Source: an optimization exercise on an open RTL-to-GDS flow (aim: small area, a short achievable clock period and few clock cycles per item). Production flows keep margins and buffers that such runs may drop.
Only simulation tests tie the RTL to the original design; equivalence was not proved.
Power is estimated from default activity; no workload was simulated.

$ cat flow/design.v
`timescale 1ns / 1ps
package grcd_pkg;
   localparam int MapDimDefault = 32;
   localparam int FracBits      = 16;
   localparam int VecFrac       = 14;
   localparam int RecipShift    = 46;
   localparam int PosW      = 22;
   localparam int VecW      = 16;
   localparam int SwW       = 13;
   localparam int MwW       = 7;
   localparam int ColW      = 12;
   localparam int CellAddrW = 12;
   localparam int DistW     = 24;
   localparam int HitW      = 6;
   localparam int CsrAddrW  = 5;
   localparam int CsrDataW  = 32;
   localparam int AbsW  = 29;
   localparam int CamQW = ColW + FracBits + 1;
   localparam int RecW  = RecipShift + 1;
   localparam int DiffW = RecW + 8;
   localparam int SCam  = 2;
   localparam int KRec  = 2;
   localparam int SPerp = 2;
   localparam logic [2:0] REG_POS_X    = 3'd0;
   localparam logic [2:0] REG_POS_Y    = 3'd1;
   localparam logic [2:0] REG_DIR_X    = 3'd2;
   localparam logic [2:0] REG_DIR_Y    = 3'd3;
   localparam logic [2:0] REG_PLANE_X  = 3'd4;
   localparam logic [2:0] REG_PLANE_Y  = 3'd5;
   localparam logic [2:0] REG_SCREEN_W = 3'd6;
   localparam logic [2:0] REG_MAP_W    = 3'd7;
   typedef struct packed {
      logic [PosW-1:0]        pos_x;
      logic [PosW-1:0]        pos_y;
      logic signed [VecW-1:0] dir_x;
      logic signed [VecW-1:0] dir_y;
      logic signed [VecW-1:0] plane_x;
      logic signed [VecW-1:0] plane_y;
      logic [SwW-1:0]         screen_width;
      logic [MwW-1:0]         map_width;
   } cfg_type;
endpackage
`timescale 1ns / 1ps
module grcd_div #(
   parameter int RW = 29,
   parameter int K  = 4
) (
   input  logic [RW-1:0] r_i,
   input  logic [K-1:0]  nbits_i,
   input  logic [RW-1:0] d_i,
   output logic [RW-1:0] r_o,
   output logic [K-1:0]  q_o
);
   logic [RW-1:0] r [K+1];
   logic [RW:0]   t [K];
   logic [RW+1:0] s [K];
   assign r[0] = r_i;
   for (genvar i = 0; i < K; i++) begin : g_step
      assign t[i] = {r[i], nbits_i[K-1-i]};
      assign s[i] = {1'b0, t[i]} - {2'b00, d_i};
      assign q_o[K-1-i] = !s[i][RW+1];
      assign r[i+1] = s[i][RW+1] ? t[i][RW-1:0] : s[i][RW-1:0];
   end
   assign r_o = r[K];
endmodule
module grcd_div4 #(
   parameter int RW = 29,
   parameter int S  = 2
) (
   input  logic [RW-1:0]  r_i,
   input  logic [2*S-1:0] nbits_i,
   input  logic [RW-1:0]  d_i,
   input  logic [RW+1:0]  d3_i,
   output logic [RW-1:0]  r_o,
   output logic [2*S-1:0] q_o
);
   logic [RW-1:0] r [S+1];
   assign r[0] = r_i;
   for (genvar i = 0; i < S; i++) begin : g_step
      logic [RW+1:0] t;
      logic [RW+2:0] s1, s2, s3;
      logic          ge1, ge2, ge3;
      assign t   = {r[i], nbits_i[2*S-1-2*i -: 2]};
      assign s1  = {1'b0, t} - {3'b000, d_i};
      assign s2  = {1'b0, t} - {2'b00, d_i, 1'b0};
      assign s3  = {1'b0, t} - {1'b0, d3_i};
      assign ge1 = !s1[RW+2];
      assign ge2 = !s2[RW+2];
      assign ge3 = !s3[RW+2];
      assign q_o[2*S-1-2*i -: 2] = ge3 ? 2'd3 : ge2 ? 2'd2 : ge1 ? 2'd1 : 2'd0;
      assign r[i+1] = ge3 ? s3[RW-1:0] : ge2 ? s2[RW-1:0] : ge1 ? s1[RW-1:0] : t[RW-1:0];
   end
   assign r_o = r[S];
endmodule
`timescale 1ns / 1ps
module grcd_ram #(
   parameter int DEPTH = 1024
) (
   input  logic                     clock,
   input  logic                     we,
   input  logic [$clog2(DEPTH)-1:0] waddr,
   input  logic                     wdata,
   input  logic [$clog2(DEPTH)-1:0] raddr,
   output logic                     rdata
);
   localparam int AW = $clog2(DEPTH);
   localparam int LW = AW / 2;
   localparam int HW = AW - LW;
   logic [DEPTH-1:0]    cells;
   logic [(1<<HW)-1:0]  hsel;
   logic [(1<<LW)-1:0]  lsel;
   for (genvar h = 0; h < (1 << HW); h++) begin : g_h
      assign hsel[h] = we && (waddr[AW-1:LW] == HW'(h));
   end
   for (genvar l = 0; l < (1 << LW); l++) begin : g_l
      assign lsel[l] = waddr[LW-1:0] == LW'(l);
   end
   always_ff @(posedge clock) begin
      for (int i = 0; i < DEPTH; i++) begin
         if (hsel[i >> LW] && lsel[i % (1 << LW)]) begin
            cells[i] <= wdata;
         end
      end
   end
   assign rdata = cells[raddr];
endmodule
`timescale 1ns / 1ps
module grcd_ctrl (
   input  logic                       clock,
   input  logic                       reset,
   input  grcd_pkg::cfg_type          cfg_i,
   input  logic                       c_done_i,
   output logic                       take_o,
   input  logic [grcd_pkg::AbsW-1:0]  ax_i,
   input  logic [grcd_pkg::AbsW-1:0]  ay_i,
   input  logic                       negx_i,
   input  logic                       negy_i,
   input  logic [grcd_pkg::RecW-1:0]  dx_i,
   input  logic [grcd_pkg::RecW-1:0]  dy_i,
   input  logic [grcd_pkg::RecW-1:0]  sx_i,
   input  logic [grcd_pkg::RecW-1:0]  sy_i,
   output logic [9:0]                 map_raddr_o,
   input  logic                       map_rdata_i,
   output logic                       walk_busy_o,
   output logic                       rsp_valid_o,
   input  logic                       rsp_ready_i,
   output logic [grcd_pkg::DistW-1:0] perp_dist_o,
   output logic                       hit_side_o,
   output logic [grcd_pkg::HitW-1:0]  hit_x_o,
   output logic [grcd_pkg::HitW-1:0]  hit_y_o,
   output logic                       hit_found_o
);
   localparam int FB    = grcd_pkg::FracBits;
   localparam int AW    = grcd_pkg::AbsW;
   localparam int RecW  = grcd_pkg::RecW;
   localparam int DiffW = grcd_pkg::DiffW;
   localparam int KP    = 2 * grcd_pkg::SPerp;
   localparam int ItP   = (grcd_pkg::DistW + KP - 1) / KP;
   localparam int NP    = ItP * KP;
   localparam int MW    = grcd_pkg::MwW;
   logic                    w_busy, w_done;
   logic [6:0]              w_cnt;
   logic signed [DiffW-1:0] w_diff;      
   logic [grcd_pkg::RecW-1:0] w_sy;      
   logic                    w_init;      
   logic [RecW-1:0]         w_dx, w_dy;
   logic [AW-1:0]           w_ax, w_ay;
   logic                    w_negx, w_negy, w_ax0, w_ay0;
   logic signed [8:0]       w_mx, w_my;
   logic signed [15:0]      w_lin;
   logic                    w_side;
   logic [6:0]              r_mx, r_my;
   logic                    r_side, r_hit;
   logic                    take_x, in_map, stop, w_xfer, w_fin;
   logic                    s_hit, s_side;
   logic [6:0]              s_mx, s_my;
   logic [5:0]              mx0, my0;
   logic signed [15:0]      mwv;
   assign mx0   = cfg_i.pos_x[grcd_pkg::PosW-1:FB];
   assign my0   = cfg_i.pos_y[grcd_pkg::PosW-1:FB];
   assign mwv   = 16'(cfg_i.map_width);
   assign take_x = !w_ax0 && (w_ay0 || w_diff[DiffW-1]);
   assign in_map = !w_mx[8] && !w_my[8] && (w_mx < $signed({2'b00, cfg_i.map_width}))
                   && (w_lin[15:10] == 6'd0);
   assign stop   = !w_init && (w_cnt != 7'd0) && (!in_map || map_rdata_i || (w_cnt == 7'd64));
   assign map_raddr_o = w_lin[9:0];
   assign take_o = c_done_i && (!w_busy || w_xfer);
   logic                p_busy, p_done, p_hit, p_side, p_ovf;
   logic [3:0]          p_ph;
   logic [5:0]          p_hx, p_hy;
   logic [7:0]          p_edge;
   logic [AW-1:0]       p_a, p_r, p_r_nx;
   logic [AW+1:0]       p_a3;
   logic [NP-1:0]       p_nq;
   logic [KP-1:0]       p_q;
   logic [23:0]         p_num;
   logic signed [24:0]  num;
   logic [grcd_pkg::PosW-1:0] pos_sel;
   logic                p_xfer, out_free;
   assign pos_sel = p_side ? cfg_i.pos_y : cfg_i.pos_x;
   assign num     = $signed({1'b0, p_edge, 16'd0}) - $signed({3'b000, pos_sel});
   assign p_done  = p_busy && (p_ph == 4'(ItP + 2));
   assign w_fin   = w_busy && !w_done && stop;
   assign w_xfer  = w_done && !p_busy;
   assign s_hit   = r_hit;
   assign s_side  = r_side;
   assign s_mx    = r_mx;
   assign s_my    = r_my;
   assign out_free = !rsp_valid_o || rsp_ready_i;
   assign p_xfer  = p_done && out_free;
   assign walk_busy_o = w_busy;
   grcd_div4 #(.RW(AW), .S(grcd_pkg::SPerp)) u_div_p (
      .r_i(p_r), .nbits_i(p_nq[NP-1 -: KP]), .d_i(p_a), .d3_i(p_a3), .r_o(p_r_nx), .q_o(p_q));
   always_ff @(posedge clock) begin
      if (reset) begin
         w_busy      <= 1'b0;
         w_done      <= 1'b0;
         p_busy      <= 1'b0;
         rsp_valid_o <= 1'b0;
      end else begin
         if (take_o) begin
            w_busy <= 1'b1;
            w_done <= (ax_i == '0) && (ay_i == '0);
         end else if (w_xfer) begin
            w_busy <= 1'b0;
            w_done <= 1'b0;
         end else if (w_fin) begin
            w_done <= 1'b1;
         end
         if (w_xfer)      p_busy <= 1'b1;
         else if (p_xfer) p_busy <= 1'b0;
         if (p_xfer)          rsp_valid_o <= 1'b1;
         else if (rsp_ready_i) rsp_valid_o <= 1'b0;
      end
      if (take_o) begin
         w_cnt  <= '0;
         w_diff <= DiffW'(sx_i);
         w_sy   <= sy_i;
         w_init <= 1'b1;
         w_dx   <= dx_i;
         w_dy   <= dy_i;
         w_ax   <= ax_i;
         w_ay   <= ay_i;
         w_ax0  <= ax_i == '0;
         w_ay0  <= ay_i == '0;
         w_negx <= negx_i;
         w_negy <= negy_i;
         w_mx   <= 9'(mx0);
         w_my   <= 9'(my0);
         w_lin  <= 16'(mx0) + 16'(my0) * 16'(cfg_i.map_width);
         w_side <= 1'b0;
         r_hit  <= 1'b0;
      end else if (w_busy && w_init) begin
         w_diff <= w_diff - DiffW'(w_sy);
         w_init <= 1'b0;
      end else if (w_busy && !w_done) begin
         r_mx   <= w_mx[6:0];
         r_my   <= w_my[6:0];
         r_side <= w_side;
         r_hit  <= in_map && map_rdata_i;
         w_cnt  <= w_cnt + 7'd1;
         if (take_x) begin
            w_diff <= w_diff + DiffW'(w_dx);
            w_mx   <= w_negx ? w_mx - 9'sd1 : w_mx + 9'sd1;
            w_lin  <= w_negx ? w_lin - 16'sd1 : w_lin + 16'sd1;
            w_side <= 1'b0;
         end else begin
            w_diff <= w_diff - DiffW'(w_dy);
            w_my   <= w_negy ? w_my - 9'sd1 : w_my + 9'sd1;
            w_lin  <= w_negy ? w_lin - mwv : w_lin + mwv;
            w_side <= 1'b1;
         end
      end
      if (w_xfer) begin
         p_ph   <= '0;
         p_hit  <= s_hit;
         p_side <= s_side;
         p_hx   <= s_mx[5:0];
         p_hy   <= s_my[5:0];
         p_edge <= s_side ? 8'(s_my) + 8'(w_negy) : 8'(s_mx) + 8'(w_negx);
         p_a    <= s_side ? w_ay : w_ax;
      end else if (p_busy && !p_done) begin
         p_ph <= p_ph + 4'd1;
         if (p_ph == 4'd0) begin
            p_num <= num[24] ? 24'(-num) : 24'(num);
         end else if (p_ph == 4'd1) begin
            p_ovf <= AW'(p_num[23:10]) >= p_a;
            p_a3  <= (AW+2)'(p_a) + (AW+2)'({p_a, 1'b0});
            p_r   <= AW'(p_num[23:10]);
            p_nq  <= NP'({p_num[9:0], 14'd0});
         end else begin
            p_r  <= p_r_nx;
            p_nq <= {p_nq[NP-KP-1:0], p_q};
         end
      end
      if (p_xfer) begin
         hit_found_o <= p_hit;
         hit_side_o  <= p_hit && p_side;
         hit_x_o     <= p_hit ? p_hx : '0;
         hit_y_o     <= p_hit ? p_hy : '0;
         perp_dist_o <= !p_hit ? '0 : p_ovf ? '1 : p_nq[grcd_pkg::DistW-1:0];
      end
   end
endmodule
`timescale 1ns / 1ps
module grcd_dp (
   input  logic                       clock,
   input  logic                       reset,
   input  grcd_pkg::cfg_type          cfg_i,
   input  logic                       load_i,
   input  logic [grcd_pkg::ColW-1:0]  column_i,
   input  logic                       take_i,       
   output logic                       a_free_o,     
   output logic                       busy_o,       
   output logic                       done_o,       
   output logic [grcd_pkg::AbsW-1:0]  ax_o,
   output logic [grcd_pkg::AbsW-1:0]  ay_o,
   output logic                       negx_o,
   output logic                       negy_o,
   output logic [grcd_pkg::RecW-1:0]  dx_o,
   output logic [grcd_pkg::RecW-1:0]  dy_o,
   output logic [grcd_pkg::RecW-1:0]  sx_o,
   output logic [grcd_pkg::RecW-1:0]  sy_o
);
   localparam int FB   = grcd_pkg::FracBits;
   localparam int AW   = grcd_pkg::AbsW;
   localparam int SwW  = grcd_pkg::SwW;
   localparam int QW   = grcd_pkg::CamQW;
   localparam int RecW = grcd_pkg::RecW;
   localparam int KA   = 2 * grcd_pkg::SCam;
   localparam int KC   = grcd_pkg::KRec;
   localparam int ItA  = (QW + KA - 1) / KA;
   localparam int NA   = ItA * KA;
   localparam int HC   = 24;                
   localparam int ItC  = HC / KC;
   localparam int AccW = QW + 5;
   logic           a_busy, a_done;
   logic [3:0]     a_cnt;
   logic [SwW-1:0] a_r, a_r_nx, sw_eff;
   logic [SwW+1:0] sw3_ff;
   logic [NA-1:0]  a_nq;
   logic [KA-1:0]  a_q;
   logic           a_xfer;
   assign sw_eff = (cfg_i.screen_width == '0) ? SwW'(1) : cfg_i.screen_width;
   assign a_done = a_busy && (a_cnt == 4'(ItA - 1));
   logic [NA-1:0] a_nq_nx;
   assign a_nq_nx = {a_nq[NA-KA-1:0], a_q};
   grcd_div4 #(.RW(SwW), .S(grcd_pkg::SCam)) u_div_a (
      .r_i     (a_r),
      .nbits_i (a_nq[NA-1 -: KA]),
      .d_i     (sw_eff),
      .d3_i    (sw3_ff),
      .r_o     (a_r_nx),
      .q_o     (a_q)
   );
   logic                   b_busy, b_done;
   logic [3:0]             b_cnt;
   logic [QW-1:0]          b_q;
   logic signed [AccW-1:0] b_accx, b_accy;
   logic [16:0]            b_plx, b_ply;     
   logic                   b_xfer;
   logic signed [AccW-1:0] b_q1, b_q2, bx_m, by_m, bx_s, by_s;
   assign b_done = b_busy && (b_cnt == 4'd9);
   assign b_q1   = $signed({5'b00000, b_q});
   assign b_q2   = $signed({4'b0000, b_q, 1'b0});
   always_comb begin
      unique case (b_plx[2:0])
         3'b001, 3'b010: bx_m = b_q1;
         3'b011:         bx_m = b_q2;
         3'b100:         bx_m = -b_q2;
         3'b101, 3'b110: bx_m = -b_q1;
         default:        bx_m = '0;
      endcase
      unique case (b_ply[2:0])
         3'b001, 3'b010: by_m = b_q1;
         3'b011:         by_m = b_q2;
         3'b100:         by_m = -b_q2;
         3'b101, 3'b110: by_m = -b_q1;
         default:        by_m = '0;
      endcase
      bx_s = b_accx + bx_m;
      by_s = b_accy + by_m;
   end
   logic signed [AccW-1:0] b_rx, b_ry;
   logic [AccW-1:0]        b_absx, b_absy;
   assign b_rx   = b_accx + {{(AccW-16){cfg_i.dir_x[15]}}, cfg_i.dir_x}
                          - {{(AccW-16){cfg_i.plane_x[15]}}, cfg_i.plane_x};
   assign b_ry   = b_accy + {{(AccW-16){cfg_i.dir_y[15]}}, cfg_i.dir_y}
                          - {{(AccW-16){cfg_i.plane_y[15]}}, cfg_i.plane_y};
   assign b_absx = b_accx[AccW-1] ? -b_accx : b_accx;
   assign b_absy = b_accy[AccW-1] ? -b_accy : b_accy;
   logic                c1_busy, c1_done;
   logic [3:0]          c1_cnt;
   logic [AW-1:0]       c1_ax, c1_ay;
   logic                c1_negx, c1_negy;
   logic [AW-1:0]       c1_rdx, c1_rsx, c1_rdy, c1_rsy;
   logic [AW-1:0]       c1_rdx_nx, c1_rsx_nx, c1_rdy_nx, c1_rsy_nx;
   logic [HC-1:0]       c1_dx, c1_sx, c1_dy, c1_sy;
   logic [KC-1:0]       c1_qdx, c1_qsx, c1_qdy, c1_qsy;
   logic [FB:0]         fx, fy;
   logic                c1_xfer;
   assign c1_done = c1_busy && (c1_cnt == 4'(ItC - 1));
   logic [HC-1:0] c1_dx_nx, c1_sx_nx, c1_dy_nx, c1_sy_nx;
   assign c1_dx_nx = {c1_dx[HC-KC-1:0], c1_qdx};
   assign c1_sx_nx = {c1_sx[HC-KC-1:0], c1_qsx};
   assign c1_dy_nx = {c1_dy[HC-KC-1:0], c1_qdy};
   assign c1_sy_nx = {c1_sy[HC-KC-1:0], c1_qsy};
   grcd_div #(.RW(AW), .K(KC)) u_div_dx1 (
      .r_i(c1_rdx), .nbits_i(c1_dx[HC-1 -: KC]), .d_i(c1_ax), .r_o(c1_rdx_nx), .q_o(c1_qdx));
   grcd_div #(.RW(AW), .K(KC)) u_div_sx1 (
      .r_i(c1_rsx), .nbits_i(c1_sx[HC-1 -: KC]), .d_i(c1_ax), .r_o(c1_rsx_nx), .q_o(c1_qsx));
   grcd_div #(.RW(AW), .K(KC)) u_div_dy1 (
      .r_i(c1_rdy), .nbits_i(c1_dy[HC-1 -: KC]), .d_i(c1_ay), .r_o(c1_rdy_nx), .q_o(c1_qdy));
   grcd_div #(.RW(AW), .K(KC)) u_div_sy1 (
      .r_i(c1_rsy), .nbits_i(c1_sy[HC-1 -: KC]), .d_i(c1_ay), .r_o(c1_rsy_nx), .q_o(c1_qsy));
   assign fx = b_accx[AccW-1] ? (FB+1)'(cfg_i.pos_x[FB-1:0])
                              : (FB+1)'(1 << FB) - (FB+1)'(cfg_i.pos_x[FB-1:0]);
   assign fy = b_accy[AccW-1] ? (FB+1)'(cfg_i.pos_y[FB-1:0])
                              : (FB+1)'(1 << FB) - (FB+1)'(cfg_i.pos_y[FB-1:0]);
   logic                c2_busy, c2_done;
   logic [3:0]          c2_cnt;
   logic [AW-1:0]       c2_ax, c2_ay;
   logic                c2_negx, c2_negy;
   logic [AW-1:0]       c2_rdx, c2_rsx, c2_rdy, c2_rsy;
   logic [AW-1:0]       c2_rdx_nx, c2_rsx_nx, c2_rdy_nx, c2_rsy_nx;
   logic [HC-1:0]       c2_hdx, c2_hsx, c2_hdy, c2_hsy;    
   logic [HC-1:0]       c2_dx, c2_sx, c2_dy, c2_sy;        
   logic [KC-1:0]       c2_qdx, c2_qsx, c2_qdy, c2_qsy;
   logic                c2_xfer;
   assign c2_done = c2_busy && (c2_cnt == 4'(ItC - 1));
   logic [HC-1:0] c2_dx_nx, c2_sx_nx, c2_dy_nx, c2_sy_nx;
   assign c2_dx_nx = {c2_dx[HC-KC-1:0], c2_qdx};
   assign c2_sx_nx = {c2_sx[HC-KC-1:0], c2_qsx};
   assign c2_dy_nx = {c2_dy[HC-KC-1:0], c2_qdy};
   assign c2_sy_nx = {c2_sy[HC-KC-1:0], c2_qsy};
   grcd_div #(.RW(AW), .K(KC)) u_div_dx2 (
      .r_i(c2_rdx), .nbits_i('0), .d_i(c2_ax), .r_o(c2_rdx_nx), .q_o(c2_qdx));
   grcd_div #(.RW(AW), .K(KC)) u_div_sx2 (
      .r_i(c2_rsx), .nbits_i('0), .d_i(c2_ax), .r_o(c2_rsx_nx), .q_o(c2_qsx));
   grcd_div #(.RW(AW), .K(KC)) u_div_dy2 (
      .r_i(c2_rdy), .nbits_i('0), .d_i(c2_ay), .r_o(c2_rdy_nx), .q_o(c2_qdy));
   grcd_div #(.RW(AW), .K(KC)) u_div_sy2 (
      .r_i(c2_rsy), .nbits_i('0), .d_i(c2_ay), .r_o(c2_rsy_nx), .q_o(c2_qsy));
   assign c2_xfer  = c2_done && take_i;
   assign c1_xfer  = c1_done && (!c2_busy || c2_xfer);
   assign b_xfer   = b_done && (!c1_busy || c1_xfer);
   assign a_xfer   = a_done && (!b_busy || b_xfer);
   assign a_free_o = !a_busy;
   assign busy_o   = a_busy || b_busy || c1_busy || c2_busy;
   assign done_o   = c2_done;
   always_ff @(posedge clock) begin
      if (reset) begin
         a_busy  <= 1'b0;
         b_busy  <= 1'b0;
         c1_busy <= 1'b0;
         c2_busy <= 1'b0;
      end else begin
         if (load_i)       a_busy <= 1'b1;
         else if (a_xfer)  a_busy <= 1'b0;
         if (a_xfer)       b_busy <= 1'b1;
         else if (b_xfer)  b_busy <= 1'b0;
         if (b_xfer)       c1_busy <= 1'b1;
         else if (c1_xfer) c1_busy <= 1'b0;
         if (c1_xfer)      c2_busy <= 1'b1;
         else if (c2_xfer) c2_busy <= 1'b0;
      end
      sw3_ff <= (SwW+2)'(sw_eff) + (SwW+2)'({sw_eff, 1'b0});
      if (load_i) begin
         a_cnt <= '0;
         a_r   <= '0;
         a_nq  <= NA'({column_i, (FB + 1)'(0)});
      end else if (a_busy && !a_done) begin
         a_cnt <= a_cnt + 4'd1;
         a_r   <= a_r_nx;
         a_nq  <= a_nq_nx;
      end
      if (a_xfer) begin
         b_cnt  <= '0;
         b_q    <= a_nq_nx[QW-1:0];
         b_accx <= '0;
         b_accy <= '0;
         b_plx  <= {cfg_i.plane_x, 1'b0};
         b_ply  <= {cfg_i.plane_y, 1'b0};
      end else if (b_busy && !b_done) begin
         b_cnt <= b_cnt + 4'd1;
         if (b_cnt < 4'd8) begin
            b_accx <= bx_s >>> 2;
            b_accy <= by_s >>> 2;
            b_plx  <= {{2{b_plx[16]}}, b_plx[16:2]};
            b_ply  <= {{2{b_ply[16]}}, b_ply[16:2]};
         end else begin
            b_accx <= b_rx;
            b_accy <= b_ry;
         end
      end
      if (b_xfer) begin
         c1_cnt  <= '0;
         c1_ax   <= b_absx[AW-1:0];
         c1_ay   <= b_absy[AW-1:0];
         c1_negx <= b_accx[AccW-1];
         c1_negy <= b_accy[AccW-1];
         c1_rdx  <= '0;
         c1_rsx  <= '0;
         c1_rdy  <= '0;
         c1_rsy  <= '0;
         c1_dx   <= HC'(1) << (grcd_pkg::RecipShift - HC);
         c1_dy   <= HC'(1) << (grcd_pkg::RecipShift - HC);
         c1_sx   <= HC'(fx) << (grcd_pkg::RecipShift - FB - HC);
         c1_sy   <= HC'(fy) << (grcd_pkg::RecipShift - FB - HC);
      end else if (c1_busy && !c1_done) begin
         c1_cnt <= c1_cnt + 4'd1;
         c1_rdx <= c1_rdx_nx;
         c1_rsx <= c1_rsx_nx;
         c1_rdy <= c1_rdy_nx;
         c1_rsy <= c1_rsy_nx;
         c1_dx  <= c1_dx_nx;
         c1_sx  <= c1_sx_nx;
         c1_dy  <= c1_dy_nx;
         c1_sy  <= c1_sy_nx;
      end
      if (c1_xfer) begin
         c2_cnt  <= '0;
         c2_ax   <= c1_ax;
         c2_ay   <= c1_ay;
         c2_negx <= c1_negx;
         c2_negy <= c1_negy;
         c2_rdx  <= c1_rdx_nx;
         c2_rsx  <= c1_rsx_nx;
         c2_rdy  <= c1_rdy_nx;
         c2_rsy  <= c1_rsy_nx;
         c2_hdx  <= c1_dx_nx;
         c2_hsx  <= c1_sx_nx;
         c2_hdy  <= c1_dy_nx;
         c2_hsy  <= c1_sy_nx;
      end else if (c2_busy && !c2_done) begin
         c2_cnt <= c2_cnt + 4'd1;
         c2_rdx <= c2_rdx_nx;
         c2_rsx <= c2_rsx_nx;
         c2_rdy <= c2_rdy_nx;
         c2_rsy <= c2_rsy_nx;
         c2_dx  <= c2_dx_nx;
         c2_sx  <= c2_sx_nx;
         c2_dy  <= c2_dy_nx;
         c2_sy  <= c2_sy_nx;
      end
   end
   assign ax_o   = c2_ax;
   assign ay_o   = c2_ay;
   assign negx_o = c2_negx;
   assign negy_o = c2_negy;
   assign dx_o   = RecW'({c2_hdx, c2_dx_nx});
   assign dy_o   = RecW'({c2_hdy, c2_dy_nx});
   assign sx_o   = RecW'({c2_hsx, c2_sx_nx});
   assign sy_o   = RecW'({c2_hsy, c2_sy_nx});
endmodule
`timescale 1ns / 1ps
module grid_ray_caster_dda_unit #(
   parameter int MAP_DIM = grcd_pkg::MapDimDefault
) (
   input  logic                           clock,
   input  logic                           reset,
   input  logic                           req_valid,
   output logic                           req_ready,
   input  logic                           req_kind,
   input  logic [grcd_pkg::ColW-1:0]      req_column,
   input  logic [grcd_pkg::CellAddrW-1:0] req_cell_addr,
   input  logic                           req_cell_wall,
   output logic                           rsp_valid,
   input  logic                           rsp_ready,
   output logic [grcd_pkg::DistW-1:0]     rsp_perp_dist,
   output logic                           rsp_hit_side,
   output logic [grcd_pkg::HitW-1:0]      rsp_hit_x,
   output logic [grcd_pkg::HitW-1:0]      rsp_hit_y,
   output logic                           rsp_hit_found,
   input  logic                           csr_psel,
   input  logic                           csr_penable,
   input  logic                           csr_pwrite,
   input  logic [grcd_pkg::CsrAddrW-1:0]  csr_paddr,
   input  logic [grcd_pkg::CsrDataW-1:0]  csr_pwdata,
   output logic [grcd_pkg::CsrDataW-1:0]  csr_prdata,
   output logic                           csr_pready
);
   localparam int DW       = grcd_pkg::CsrDataW;
   localparam int MapCells = MAP_DIM * MAP_DIM;
   localparam int AddrW    = $clog2(MapCells);
   grcd_pkg::cfg_type cfg_ff, cfg_in;
   logic              csr_wr;
   logic [2:0]        csr_idx;
   logic [DW-1:0]     rdata_in;
   assign csr_pready = 1'b1;
   assign csr_wr     = csr_psel & csr_penable & csr_pwrite;
   assign csr_idx    = csr_paddr[4:2];
   always_comb begin
      cfg_in = cfg_ff;
      if (csr_wr) begin
         unique case (csr_idx)
            grcd_pkg::REG_POS_X:    cfg_in.pos_x   = csr_pwdata[grcd_pkg::PosW-1:0];
            grcd_pkg::REG_POS_Y:    cfg_in.pos_y   = csr_pwdata[grcd_pkg::PosW-1:0];
            grcd_pkg::REG_DIR_X:    cfg_in.dir_x   = $signed(csr_pwdata[grcd_pkg::VecW-1:0]);
            grcd_pkg::REG_DIR_Y:    cfg_in.dir_y   = $signed(csr_pwdata[grcd_pkg::VecW-1:0]);
            grcd_pkg::REG_PLANE_X:  cfg_in.plane_x = $signed(csr_pwdata[grcd_pkg::VecW-1:0]);
            grcd_pkg::REG_PLANE_Y:  cfg_in.plane_y = $signed(csr_pwdata[grcd_pkg::VecW-1:0]);
            grcd_pkg::REG_SCREEN_W: cfg_in.screen_width = csr_pwdata[grcd_pkg::SwW-1:0];
            grcd_pkg::REG_MAP_W:    cfg_in.map_width    = csr_pwdata[grcd_pkg::MwW-1:0];
            default: cfg_in = cfg_ff;
         endcase
      end
   end
   always_comb begin
      unique case (csr_idx)
         grcd_pkg::REG_POS_X:    rdata_in = DW'(cfg_ff.pos_x);
         grcd_pkg::REG_POS_Y:    rdata_in = DW'(cfg_ff.pos_y);
         grcd_pkg::REG_DIR_X:    rdata_in = DW'(cfg_ff.dir_x);
         grcd_pkg::REG_DIR_Y:    rdata_in = DW'(cfg_ff.dir_y);
         grcd_pkg::REG_PLANE_X:  rdata_in = DW'(cfg_ff.plane_x);
         grcd_pkg::REG_PLANE_Y:  rdata_in = DW'(cfg_ff.plane_y);
         grcd_pkg::REG_SCREEN_W: rdata_in = DW'(cfg_ff.screen_width);
         grcd_pkg::REG_MAP_W:    rdata_in = DW'(cfg_ff.map_width);
         default:                rdata_in = '0;
      endcase
   end
   assign csr_prdata = rdata_in;
   always_ff @(posedge clock) begin
      if (reset) begin
         cfg_ff.pos_x        <= '0;
         cfg_ff.pos_y        <= '0;
         cfg_ff.dir_x        <= -16'sd16384;
         cfg_ff.dir_y        <= '0;
         cfg_ff.plane_x      <= '0;
         cfg_ff.plane_y      <= 16'sd10813;
         cfg_ff.screen_width <= 13'd640;
         cfg_ff.map_width    <= 7'd24;
      end else begin
         cfg_ff <= cfg_in;
      end
   end
   logic             clr_busy;
   logic [AddrW-1:0] clr_ff;
   logic             wr_pend, wr_ok, wr_wall;
   logic [AddrW-1:0] wr_addr;
   logic             a_free, setup_busy, walk_busy, c_done, take;
   logic             accept, cast_in, wr_apply;
   logic             map_we, map_wdata, map_rdata;
   logic [AddrW-1:0] map_waddr, map_raddr;
   assign req_ready = !clr_busy && !wr_pend && a_free;
   assign accept    = req_valid && req_ready;
   assign cast_in   = accept && req_kind;
   assign wr_apply  = wr_pend && !setup_busy && !walk_busy;
   assign map_we    = clr_busy || (wr_apply && wr_ok);
   assign map_waddr = clr_busy ? clr_ff : wr_addr;
   assign map_wdata = !clr_busy && wr_wall;
   always_ff @(posedge clock) begin
      if (reset) begin
         clr_busy <= 1'b1;
         clr_ff   <= '0;
         wr_pend  <= 1'b0;
      end else begin
         if (clr_busy) begin
            clr_ff <= clr_ff + AddrW'(1);
            if (clr_ff == '1) clr_busy <= 1'b0;
         end
         if (accept && !req_kind) wr_pend <= 1'b1;
         else if (wr_apply)       wr_pend <= 1'b0;
      end
      if (accept && !req_kind) begin
         wr_ok   <= req_cell_addr < grcd_pkg::CellAddrW'(MapCells);
         wr_addr <= req_cell_addr[AddrW-1:0];
         wr_wall <= req_cell_wall;
      end
   end
   grcd_ram #(
      .DEPTH (MapCells)
   ) u_map (
      .clock (clock),
      .we    (map_we),
      .waddr (map_waddr),
      .wdata (map_wdata),
      .raddr (map_raddr),
      .rdata (map_rdata)
   );
   logic [grcd_pkg::AbsW-1:0] ax, ay;
   logic                      negx, negy;
   logic [grcd_pkg::RecW-1:0] dx, dy, sx, sy;
   grcd_dp u_dp (
      .clock    (clock),
      .reset    (reset),
      .cfg_i    (cfg_ff),
      .load_i   (cast_in),
      .column_i (req_column),
      .take_i   (take),
      .a_free_o (a_free),
      .busy_o   (setup_busy),
      .done_o   (c_done),
      .ax_o     (ax),
      .ay_o     (ay),
      .negx_o   (negx),
      .negy_o   (negy),
      .dx_o     (dx),
      .dy_o     (dy),
      .sx_o     (sx),
      .sy_o     (sy)
   );
   grcd_ctrl u_ctrl (
      .clock       (clock),
      .reset       (reset),
      .cfg_i       (cfg_ff),
      .c_done_i    (c_done),
      .take_o      (take),
      .ax_i        (ax),
      .ay_i        (ay),
      .negx_i      (negx),
      .negy_i      (negy),
      .dx_i        (dx),
      .dy_i        (dy),
      .sx_i        (sx),
      .sy_i        (sy),
      .map_raddr_o (map_raddr),
      .map_rdata_i (map_rdata),
      .walk_busy_o (walk_busy),
      .rsp_valid_o (rsp_valid),
      .rsp_ready_i (rsp_ready),
      .perp_dist_o (rsp_perp_dist),
      .hit_side_o  (rsp_hit_side),
      .hit_x_o     (rsp_hit_x),
      .hit_y_o     (rsp_hit_y),
      .hit_found_o (rsp_hit_found)
   );
endmodule
$ cat flow/run.sh
#!/bin/bash
# synth_recipe.tcl (not shown) runs the flow's synth.tcl, then flattens the netlist and writes it again
# the make line also repeats each setting of config.mk as NAME=value (left out here)
make -C /OpenROAD-flow-scripts/flow DESIGN_CONFIG=/design/flow/config.mk WORK_HOME=/design/flow/orfs CLKGATE_MAP_FILE= SYNTH_SCRIPT=/design/flow/synth_recipe.tcl finish
$ cat flow/config.mk
export PLATFORM = sky130hd
export DESIGN_NAME = grid_ray_caster_dda_unit
export DESIGN_NICKNAME = grid_ray_caster_dda_unit
export VERILOG_FILES = /design/flow/design.v
export SDC_FILE = /design/flow/constraint.sdc
export NUM_CORES = 4
export LEC_CHECK = 0
export ABC_AREA = 1
export CAP_MARGIN = 20
export CORE_MARGIN = 2
export CORE_UTILIZATION = 40
export SLEW_MARGIN = 20
$ cat flow/constraint.sdc
create_clock -name core_clock -period 10.0 [get_ports {clock}]
set_input_delay 2.0000 -clock core_clock [delete_from_list [all_inputs] [get_ports {clock}]]
set_output_delay 2.0000 -clock core_clock [all_outputs]
set_load 0.01 [all_outputs]
==> flow_results.xml <==
<?xml version="1.0" encoding="UTF-8"?>
<metrics>
  <group name="final_layout">
    <metric name="design_area" unit="um^2">188000</metric>
    <metric name="core_occupancy_in_the_finished_layout" unit="%">44.1</metric>
    <metric name="post_layout_nets" unit="">23000</metric>
    <metric name="filler_cell_count" unit="">43200</metric>
    <metric name="post_route_cells_drive_above_1_share" unit="%">4.34</metric>
    <metric name="synthToLayoutAreaGrowth" unit="%">10.0</metric>
    <metric name="layout.cells.non_filler" unit="">27700</metric>
  </group>
  <group name="yosys">
    <metric name="syn_area_per_cell" unit="um^2">7.79</metric>
    <metric name="async_flop_share" unit="%">0</metric>
    <metric name="synth.top_cells.by_area" unit="">sky130_fd_sc_hd__edfxtp_1, sky130_fd_sc_hd__nand2_1, sky130_fd_sc_hd__ha_1</metric>
    <metric name="synth-edff-count" unit="">2050</metric>
    <metric name="post_synth_instance_area" unit="um^2">171000</metric>
    <metric name="postSynthCellCount" unit="">21900</metric>
    <metric name="synth.distinct_cells" unit="">69</metric>
    <metric name="mappedNetlistNets" unit="">23200</metric>
    <metric name="netlist.area_leader.share" unit="%">36.0</metric>
    <metric name="synth_seq_cells" unit="">2538</metric>
    <metric name="synth-seq-area-share" unit="%">41.7</metric>
    <metric name="yosysWarnings" unit="">12</metric>
    <metric name="yosys_most_used_dff" unit="">sky130_fd_sc_hd__edfxtp_1</metric>
    <metric name="netlist.top_cell.by_area" unit="">sky130_fd_sc_hd__edfxtp_1</metric>
  </group>
  <group name="die">
    <metric name="core_area" unit="um^2">426000</metric>
    <metric name="die_width" unit="um">658</metric>
    <metric name="top_level_ports" unit="">143</metric>
    <metric name="num_rows" unit="">240</metric>
    <metric name="initial_utilization" unit="%">40.1</metric>
    <metric name="floorplan.die.height" unit="um">658</metric>
    <metric name="dieArea" unit="um^2">432000</metric>
  </group>
  <group name="place">
    <metric name="postPlaceCellArea" unit="um^2">178000</metric>
    <metric name="gp_congestion" unit="">0.952</metric>
    <metric name="place.detailed.instances" unit="">27100</metric>
    <metric name="place.port_buffers" unit="">129</metric>
    <metric name="dp_hpwl" unit="um">428000</metric>
  </group>
  <group name="pwr">
    <metric name="clkPwrFrac" unit="%">38.0</metric>
    <metric name="seq_power_share" unit="%">40.1</metric>
    <metric name="post-layout-total-power" unit="mW">29.3</metric>
    <metric name="peakVddDrop" unit="mV">0.193</metric>
    <metric name="power_report.internal_total" unit="mW">20.1</metric>
    <metric name="p_per_area" unit="nW/um^2">156</metric>
    <metric name="static-leakage-power" unit="nW">77.8</metric>
    <metric name="share_comb_of_total_power" unit="%">21.9</metric>
    <metric name="p_sw" unit="mW">9.19</metric>
    <metric name="switching_portion_of_total_power" unit="%">31.4</metric>
  </group>
  <group name="critical_path">
    <metric name="setup.reg_to_reg.worst_slack" unit="ns">2.49</metric>
    <metric name="maximum_fanout_count_along_the_critical_path" unit="">14</metric>
    <metric name="nature_of_the_critical_path_startpoint" unit="">input pin</metric>
    <metric name="critPathKind" unit="">input pin to output port</metric>
    <metric name="worstPathRequired" unit="ns">8.00</metric>
    <metric name="cp.arrival" unit="ns">5.60</metric>
    <metric name="timing.critical_path.to_type" unit="">output port</metric>
  </group>
  <group name="clock_tree">
    <metric name="max-clock-path-buffers" unit="">4</metric>
    <metric name="post_cts_resized" unit="">0</metric>
    <metric name="clock_latency_reported_for_the_late_side_of_the_worst_skew_pair" unit="ns">0.96</metric>
    <metric name="cts_made_buffers" unit="">300</metric>
    <metric name="cts_tree" unit="">built</metric>
    <metric name="path_clk_slew" unit="ns">0.07</metric>
    <metric name="clock_sink_count" unit="">2538</metric>
    <metric name="post-cts-setup-buffers" unit="">0</metric>
    <metric name="cts_root_buffer" unit="">sky130_fd_sc_hd__clkbuf_16</metric>
    <metric name="ctsHtreeMaxLevel" unit="">5</metric>
    <metric name="cts.hold.buffers_added" unit="">0</metric>
  </group>
  <group name="sta">
    <metric name="final_critical_path_required_period" unit="ns">7.60</metric>
    <metric name="timing_worst_slew_pin_value" unit="ns">1.27</metric>
    <metric name="hold-worst-slack" unit="ns">0.399</metric>
    <metric name="grt_setup_unrepaired" unit="">false</metric>
    <metric name="max_transition_margin" unit="%">15.2</metric>
    <metric name="report.final.hold_viol_count" unit="">0</metric>
    <metric name="post_route_clock_period_utilization" unit="%">76.0</metric>
    <metric name="timing.final.setup_violations" unit="">0</metric>
    <metric name="final_max_slew_viol_count" unit="">0</metric>
    <metric name="timing.fmax" unit="MHz">132</metric>
    <metric name="finClkSkew" unit="ns">0.0936</metric>
  </group>
  <group name="global_route">
    <metric name="grt_pass1_vias" unit="">141000</metric>
    <metric name="grt_start_max_net_pins" unit="">247</metric>
    <metric name="antenna_found_initial" unit="">21</metric>
    <metric name="grt_pass1_wl" unit="um">877000</metric>
    <metric name="groute.usage.overall" unit="%">26.2</metric>
    <metric name="overflow" unit="">0</metric>
  </group>
  <group name="drt">
    <metric name="detailed_routing_wirelength_on_met1" unit="um">261000</metric>
    <metric name="initialDrtViolationCount" unit="">14200</metric>
    <metric name="met2_length" unit="um">268000</metric>
    <metric name="antenna_violating_nets_post_route" unit="">0</metric>
    <metric name="routed_wl" unit="um">588000</metric>
    <metric name="highest-signal-layer" unit="">met5</metric>
    <metric name="drt-pass1-iter-count" unit="">8</metric>
    <metric name="avgViaCountPerCell" unit="">5.47</metric>
    <metric name="wl_per_cell" unit="um">21.3</metric>
    <metric name="detail_route.drc_violations" unit="">0</metric>
    <metric name="vias" unit="">151000</metric>
    <metric name="routed_wl_met3" unit="um">37600</metric>
  </group>
  <group name="hold_path">
    <metric name="worst_hold_path_type" unit="">flop to flop</metric>
  </group>
  <group name="outcome">
    <metric name="run_status" unit="">finished clean</metric>
  </group>
  <group name="run">
    <metric name="timing.max_cap.violations" unit="">0</metric>
  </group>
</metrics>
-- registers in the layout, summed over array words and instances, names as in the netlist, 31 cells and up --
name           count
cfg_ff           128
u_ctrl.p_a3       31
u_ctrl.w_diff     55
u_ctrl.w_dx       47
u_ctrl.w_dy       47
u_ctrl.w_sy       47
u_dp.a_nq         32
u_dp.b_accx       34
u_dp.b_accy       34
u_map.cells     1024
-- path summary, 6_finish.rpt --
path	cells past startpoint	from	end
hold reg to reg	0	u_dp.c2_sx[10]	u_dp.c2_sx[12]
setup reg to reg	31	u_dp.c1_ay[0]	u_dp.c2_rdy[10]
hold / removal	0	u_dp.c2_sx[10]	u_dp.c2_sx[12]
setup / recovery	9	csr_paddr[2]	csr_prdata[5]
-- critical path, stage by stage --
cell                              delay (ns)
sky130_fd_sc_hd__clkdlybuf4s50_1        0.83
sky130_fd_sc_hd__inv_1                  0.19
sky130_fd_sc_hd__nand2_1                0.13
sky130_fd_sc_hd__nor2_1                 0.05
sky130_fd_sc_hd__inv_1                  0.33
sky130_fd_sc_hd__o22ai_1                0.15
sky130_fd_sc_hd__a221oi_1               0.52
sky130_fd_sc_hd__o211ai_1               0.67
sky130_fd_sc_hd__clkdlybuf4s50_1        0.69
-- final cells by class --
class	count	area (um^2)	area share (%)
clock inverters	176	1910	1.02
well taps	5687	7120	3.79
multi-input cells	16300	88000	46.8
repair buffers	339	3010	1.60
clock buffers	371	7960	4.24
flip-flops and latches	2538	71300	37.9
diodes	21	52.6	0.0280
inverters	2273	8580	4.56
-- cell usage in the layout, fill, tap and decap left out, drive strengths merged, types with 125 or more instances in the layout --
master / instances
a31oi: 138
buf: 210
nand2: 5303
xor2: 450
o21ai: 1367
o22ai: 148
a21o: 125
a21oi: 1507
nor3: 185
clkinv: 131
inv: 2272
dfxtp: 488
clkdlybuf4s50: 128
clkbuf: 372
xnor2: 345
nor2: 2392
ha: 1073
nand3: 2023
nand4: 158
edfxtp: 2050
or2: 190
-- cell families after synthesis --
kind of cell,share of synthesized area (%)
and+or+nand+nor,25.3
AOI/OAI and AO/OA,12.7
xor gates and xnor gates,4.08
muxes,0.00586
buffers and inverters,6.92
adders and majority gates,9.24
other,0.00219
DFF,41.7
-- per-stage QoR --
stage | setup WS (ns) | setup TNS, ns
after floorplan | -0.313 | -320.37
final | 2.40 | 0
after global routing | 1.96 | 0
after detailed placement | 2.59 | 0
after global placement | 2.54 | 0
after CTS | 2.57 | 0
-- synth_stat cells (158+ instances only) --
master / count
sky130_fd_sc_hd__a21oi_1: 1505
sky130_fd_sc_hd__clkbuf_1: 714
sky130_fd_sc_hd__dfxtp_1: 488
sky130_fd_sc_hd__edfxtp_1: 2050
sky130_fd_sc_hd__ha_1: 1073
sky130_fd_sc_hd__inv_1: 2247
sky130_fd_sc_hd__nand2_1: 5302
sky130_fd_sc_hd__nand3_1: 2021
sky130_fd_sc_hd__nand4_1: 158
sky130_fd_sc_hd__nor2_1: 2384
sky130_fd_sc_hd__nor3_1: 182
sky130_fd_sc_hd__o21ai_0: 1323
sky130_fd_sc_hd__or2_2: 189
sky130_fd_sc_hd__xnor2_1: 345
sky130_fd_sc_hd__xor2_1: 450
-- layer usage --
| layer | GRT usage (%) | vias up |
|---|---|---|
| met5 | 0 | - |
| li1 | - | 73600 |
| met1 | 36.1 | 71700 |
| met3 | 2.93 | 867 |
| met4 | 8.82 | 14 |
| met2 | 42.9 | 5077 |
-- power by group through the flow --
stage | clock network (mW) | logic, mW | registers (mW)
floorplan | 0 | 4.66 | 11.9
global placement | 0 | 6.23 | 12.0
detailed placement | 0 | 6.28 | 12.0
CTS | 11.3 | 6.32 | 11.7
global route | 11.7 | 7.18 | 11.8
finish | 11.1 | 6.43 | 11.7
Testbench counts, summed over its fixed seeds: cycles 21,338, casts 1,536.

[what the ideal ports hide]
The flow's constraints put no driver on any port. The routed layout listed below was extracted and timed again, unchanged, in two steps. Step 1: set_driving_cell puts a clkbuf_16 on clock and a buf_2 on each other input, an assumption about the parent block. Step 2 moves the port delays by t, midway between the first and last clock arrival at a register: inputs arrive t later, outputs are due t later. That takes back most of the time a late clock gives input paths. Three values: ideal, step 1, step 2; two values: the first two.
shift t [ns]: 1.027
setup WS [ns]: 2.401 / 2.299 / 2.299
hold slack, ns: 0.399 / 0.399 / 0.399
worst setup path after step 2: input to output
latest minus earliest clock arrival (ns): 0.105 / 0.106
After both steps this run still meets setup and hold. For this run, drivers alone change the setup slack by -0.102 ns; drivers and shift together by -0.102 ns.
